Context: an optimization exercise on an open-source flow, tuned for a short achievable clock period and few clock cycles. The choices shown serve that exercise and are no tape-out recipe.
Function was checked by simulation only, so behaviour that the tests miss may differ from the original.
Power figures rest on the tool's default switching activity, not on a simulated workload.

==> flow/design.v <==
package data_cache_pkg;
  localparam int ADDR_W = 32;
  localparam int OFF_W  = 2;
  typedef enum logic [1:0] {
    IDLE,
    READ_MISS,
    WRITE
  } state_t;
endpackage
module cache_line_store #(
  parameter int LINES = 32,
  parameter int IB    = 5,
  parameter int TAG_W = 25
) (
  input  logic             clk,
  input  logic             rst,
  input  logic [IB-1:0]    rd_index,
  input  logic [TAG_W-1:0] rd_tag,
  output logic             rd_hit,
  output logic [31:0]      rd_data,
  input  logic             fill_en,
  input  logic [IB-1:0]    fill_index,
  input  logic [TAG_W-1:0] fill_tag,
  input  logic             wr_en,
  input  logic [31:0]      wr_data    
);
  logic [LINES-1:0] valid;
  logic [TAG_W-1:0] tags  [LINES];
  logic [31:0]      words [LINES];
  logic [LINES-1:0] match;
  logic [LINES-1:0] sel;
  logic [LINES-1:0] fsel;
  logic [31:0]      data_or;
  always_comb begin
    data_or = '0;
    for (int i = 0; i < LINES; i++) begin
      sel[i]   = (rd_index == IB'(i));
      fsel[i]  = (fill_index == IB'(i));
      match[i] = valid[i] && ~|(tags[i] ^ rd_tag);
      data_or  = data_or | (words[i] & {32{sel[i]}});
    end
  end
  assign rd_hit  = |(match & sel);
  assign rd_data = data_or;
  always_ff @(posedge clk or posedge rst) begin
    if (rst) begin
      valid <= '0;
    end else if (fill_en) begin
      valid <= valid | fsel;
    end
  end
  always_ff @(posedge clk) begin
    for (int i = 0; i < LINES; i++) begin
      if (fill_en && fsel[i]) begin
        tags[i]  <= fill_tag;
      end
      if ((fill_en && fsel[i]) || (wr_en && sel[i])) begin
        words[i] <= wr_data;
      end
    end
  end
endmodule
module data_cache #(
  parameter int LINES       = 32,
  parameter int MEM_LATENCY = 4
) (
  input  logic        clk,
  input  logic        rst,
  input  logic        cpu_read,
  input  logic        cpu_write,
  input  logic [31:0] cpu_address,
  input  logic [31:0] cpu_write_data,
  output logic [31:0] cpu_read_data,
  output logic        stall,
  output logic        mem_read,
  output logic        mem_write,
  output logic [31:0] mem_address,
  output logic [31:0] mem_write_data,
  input  logic [31:0] mem_read_data,
  output logic [31:0] hit_count,
  output logic [31:0] miss_count
);
  localparam int ADDR_W = data_cache_pkg::ADDR_W;
  localparam int OFF_W  = data_cache_pkg::OFF_W;
  localparam int IB = $clog2(LINES);
  localparam int TW = ADDR_W - OFF_W - $clog2(LINES);
  localparam int WAIT = MEM_LATENCY - 1;   
  logic [WAIT-1:0] busy;
  logic            idle;
  logic            fill;
  logic [IB-1:0] index;
  logic [TW-1:0] tag;
  logic [IB-1:0] miss_index;   
  logic [TW-1:0] miss_tag;
  logic          hit;
  logic [31:0]   line_data;
  logic          is_read;
  logic          rd_hit;
  logic          rd_miss;
  logic          wr_hit;
  logic          unused_ok;
  assign index     = cpu_address[OFF_W+IB-1:OFF_W];
  assign tag       = cpu_address[ADDR_W-1:OFF_W+IB];
  assign unused_ok = ^cpu_address[OFF_W-1:0];
  assign is_read   = cpu_read && !cpu_write;
  assign idle      = ~|busy;
  assign fill      = busy[WAIT-1];
  assign rd_hit  = idle && is_read && hit;
  assign rd_miss = idle && is_read && !hit;
  assign wr_hit  = idle && cpu_write && hit;
  cache_line_store #(
    .LINES (LINES),
    .IB    (IB),
    .TAG_W (TW)
  ) u_store (
    .clk        (clk),
    .rst        (rst),
    .rd_index   (index),
    .rd_tag     (tag),
    .rd_hit     (hit),
    .rd_data    (line_data),
    .fill_en    (fill),
    .fill_index (miss_index),
    .fill_tag   (miss_tag),
    .wr_en      (wr_hit),
    .wr_data    (fill ? mem_read_data : cpu_write_data)
  );
  always_ff @(posedge clk or posedge rst) begin
    if (rst) begin
      busy <= '0;
    end else begin
      busy <= {busy[WAIT-2:0], rd_miss};
    end
  end
  always_ff @(posedge clk) begin
    if (idle) begin
      miss_index <= index;
      miss_tag   <= tag;
    end
  end
  always_ff @(posedge clk or posedge rst) begin
    if (rst) begin
      hit_count  <= '0;
      miss_count <= '0;
    end else begin
      if (rd_hit) hit_count  <= hit_count + 32'd1;
      if (fill)   miss_count <= miss_count + 32'd1;
    end
  end
  assign stall          = !((idle && (cpu_write || hit)) || (!idle && fill));
  assign mem_read       = !rst && cpu_read && !cpu_write;
  assign mem_write      = !rst && cpu_write && idle;
  assign mem_address    = cpu_address;
  assign mem_write_data = cpu_write_data;
  assign cpu_read_data  = idle ? line_data : mem_read_data;
endmodule
Settings: LEC_CHECK=0, CAP_MARGIN=20, CORE_MARGIN=2, CORE_UTILIZATION=55, SETUP_SLACK_MARGIN=3, SLEW_MARGIN=20, TNS_END_PERCENT=10; clock period 7.0 ns.
standard.sh (not shown) runs the stock make flow with config.mk's settings and CLKGATE_MAP_FILE= SYNTH_SCRIPT=/design/flow/synth_recipe.tcl, a recipe that flattens the netlist after the stock synthesis.
==> flow/flow/run.sh <==
#!/bin/bash
# Standard synthesis and layout, with two changes:
#  - optionally (flow/remap.on present) the combinational logic of the
#    standard netlist is re-mapped by ABC without slow high-fan-in cells;
#    flip-flops are kept as they are, with their names and cell types;
#  - global routing skips its incremental timing repair, which does not
#    improve this design and takes most of the run time;
#  - port buffers are plain buffers and the resizer may swap cells across
#    footprints;
#  - flow/post_dp.tcl repairs timing once more before the clock tree.
set -euo pipefail
R=orfs/results/sky130hd/data_cache/base
bash standard.sh synth > synth.log 2>&1
if [[ -f flow/remap.on ]]; then
  cp $R/1_2_yosys.v $R/1_2_yosys_std.v
  LIB=$FLOW_HOME/platforms/sky130hd/lib/sky130_fd_sc_hd__tt_025C_1v80.lib
  DU="-dont_use sky130_fd_sc_hd__probe_p_8 -dont_use sky130_fd_sc_hd__probec_p_8 -dont_use sky130_fd_sc_hd__lpflow_*"
  for c in $(cat flow/remap.on); do DU="$DU -dont_use $c"; done
  printf 'set_driving_cell sky130_fd_sc_hd__buf_1\nset_load 5\n' > remap_abc.constr
  cat > remap.ys <<Y
read_liberty -ignore_miss_func $LIB
blackbox sky130_fd_sc_hd__*df* sky130_fd_sc_hd__*dl* sky130_fd_sc_hd__conb*
read_verilog $R/1_2_yosys_std.v
hierarchy -top $FLOW_TOP
flatten
opt -purge
abc -script $FLOW_HOME/scripts/abc_speed.script -liberty $LIB $DU -constr $PWD/remap_abc.constr -D 1
opt_clean -purge
hilomap -singleton -hicell sky130_fd_sc_hd__conb_1 HI -locell sky130_fd_sc_hd__conb_1 LO
splitnets
opt_clean -purge
stat -liberty $LIB
write_verilog -noattr -noexpr -nohex -nodec $R/1_2_yosys.v
Y
  yosys -l remap.log -s remap.ys > /dev/null 2>&1
  rm -f $R/1_synth.odb
  bash standard.sh synth > synth2.log 2>&1
fi
# Ports get plain buffers (not delay cells), which the resizer may then
# size freely.
bash standard.sh SKIP_INCREMENTAL_REPAIR=1 MATCH_CELL_FOOTPRINT=0 \
  BUFFER_PORTS_ARGS="-buffer_cell sky130_fd_sc_hd__buf_4" \
  POST_DETAIL_PLACE_TCL=$PWD/flow/post_dp.tcl finish > layout.log 2>&1
==> flow/flow/post_dp.tcl <==
# Timing repair on the detailed placement, before the clock tree is built:
# the clock-tree step's own repair then starts from a better netlist.
set_dont_use $::env(DONT_USE_CELLS)
estimate_parasitics -placement
repair_timing -setup -setup_margin 3 -repair_tns 100 -max_iterations 5000 -verbose
detailed_placement
==> flow/flow/remap.on <==
sky130_fd_sc_hd__nor4* sky130_fd_sc_hd__or4* sky130_fd_sc_hd__nor3* sky130_fd_sc_hd__or3* sky130_fd_sc_hd__a2111* sky130_fd_sc_hd__o2111* sky130_fd_sc_hd__a41* sky130_fd_sc_hd__o41* sky130_fd_sc_hd__o311* sky130_fd_sc_hd__o32* sky130_fd_sc_hd__and4* sky130_fd_sc_hd__and3* sky130_fd_sc_hd__a311* sky130_fd_sc_hd__a32*
Testbench counts at the start, summed over its fixed seeds: cycles 41,661.
Then changed:
- TNS_END_PERCENT: 10 -> unset
=> The new run ran to the end with no violations. Utilization goes up by 1.9 points. Wire length goes up by 5.3%. Global-route usage goes up by 2.1 points. Total power barely changes. Setup slack is better by 0.10 ns.
Then changed:
==> flow/flow/remap.on (replaced) <==
sky130_fd_sc_hd__nor4* sky130_fd_sc_hd__or4* sky130_fd_sc_hd__nor3* sky130_fd_sc_hd__or3* sky130_fd_sc_hd__a2111* sky130_fd_sc_hd__o2111* sky130_fd_sc_hd__a41* sky130_fd_sc_hd__o41* sky130_fd_sc_hd__o311* sky130_fd_sc_hd__o32* sky130_fd_sc_hd__and4* sky130_fd_sc_hd__and3* sky130_fd_sc_hd__a311* sky130_fd_sc_hd__a32* sky130_fd_sc_hd__o21a_* sky130_fd_sc_hd__o22a_* sky130_fd_sc_hd__a21o_* sky130_fd_sc_hd__a22o_* sky130_fd_sc_hd__and2_* sky130_fd_sc_hd__and2b_* sky130_fd_sc_hd__or2_* sky130_fd_sc_hd__or2b_* sky130_fd_sc_hd__a211o_* sky130_fd_sc_hd__o211a_* sky130_fd_sc_hd__a221o_* sky130_fd_sc_hd__o221a_*
- CORE_UTILIZATION: 55 -> 60
Effect: Hold slack degrades by 0.072 ns. Core utilization rises by 9.9 points. Via count rises by 10%. Setup slack degrades by 0.14 ns. Wire length rises by about 11%. Register-to-register slack degrades by 0.06 ns. Total power rises by 1.5%. Cell area rises by about 5%. Flip-flop and latch count stays the same.
Then changed:
--- a/flow/flow/post_dp.tcl
+++ b/flow/flow/post_dp.tcl
@@ -2,3 +2,2 @@
 # the clock-tree step's own repair then starts from a better netlist.
-set_dont_use $::env(DONT_USE_CELLS)
 estimate_parasitics -placement
==> flow/flow/remap.on (replaced) <==
sky130_fd_sc_hd__nor4* sky130_fd_sc_hd__or4* sky130_fd_sc_hd__nor3* sky130_fd_sc_hd__or3* sky130_fd_sc_hd__a2111* sky130_fd_sc_hd__o2111* sky130_fd_sc_hd__a41* sky130_fd_sc_hd__o41* sky130_fd_sc_hd__o311* sky130_fd_sc_hd__o32* sky130_fd_sc_hd__and4* sky130_fd_sc_hd__and3* sky130_fd_sc_hd__a311* sky130_fd_sc_hd__a32*
- CORE_UTILIZATION: 60 -> 55
Outcome: The new run never finished: it broke off in final report. Via count goes down by 10%. Wire length is lower by 11%. Synthesized area came out lower by 0.63%. First-iteration DRC count falls by about 40%. Synthesized cell count fell by 2.4%. Global-route usage goes down by 8.3 points.

## static timing again, ports no longer ideal
No port has a modelled driver above. Below, the same layouts with a new extraction and two added sets of constraints.
Step 1 assumes that a clkbuf_16 drives the clock port and a buf_2 every other input.
Step 2, shift: input delay + t, output delay - t, t = (earliest + latest rising clock arrival at the registers) / 2. This alone moves slack from input paths to output paths.
a / b / c = ideal / step 1 / step 2; a / b = the first two.
run | t, ns | setup slack, ns | worst hold slack (ns) | worst register clock-pin slew, ns
the first run | 0.918 | 1.887 / 1.754 / 1.754 | 0.380 / 0.380 / 0.380 | 0.06 / 0.06
the second run | 0.913 | 1.990 / 1.694 / 1.694 | 0.447 / 0.447 / 0.447 | 0.07 / 0.07
the third run | 0.930 | 1.853 / 1.632 / 1.632 | 0.375 / 0.375 / 0.375 | 0.08 / 0.08
After both steps setup and hold are still met in every run listed. The setup slack of the second run, which loses most, moves by -0.296 ns with the drivers and by -0.296 ns with both steps.
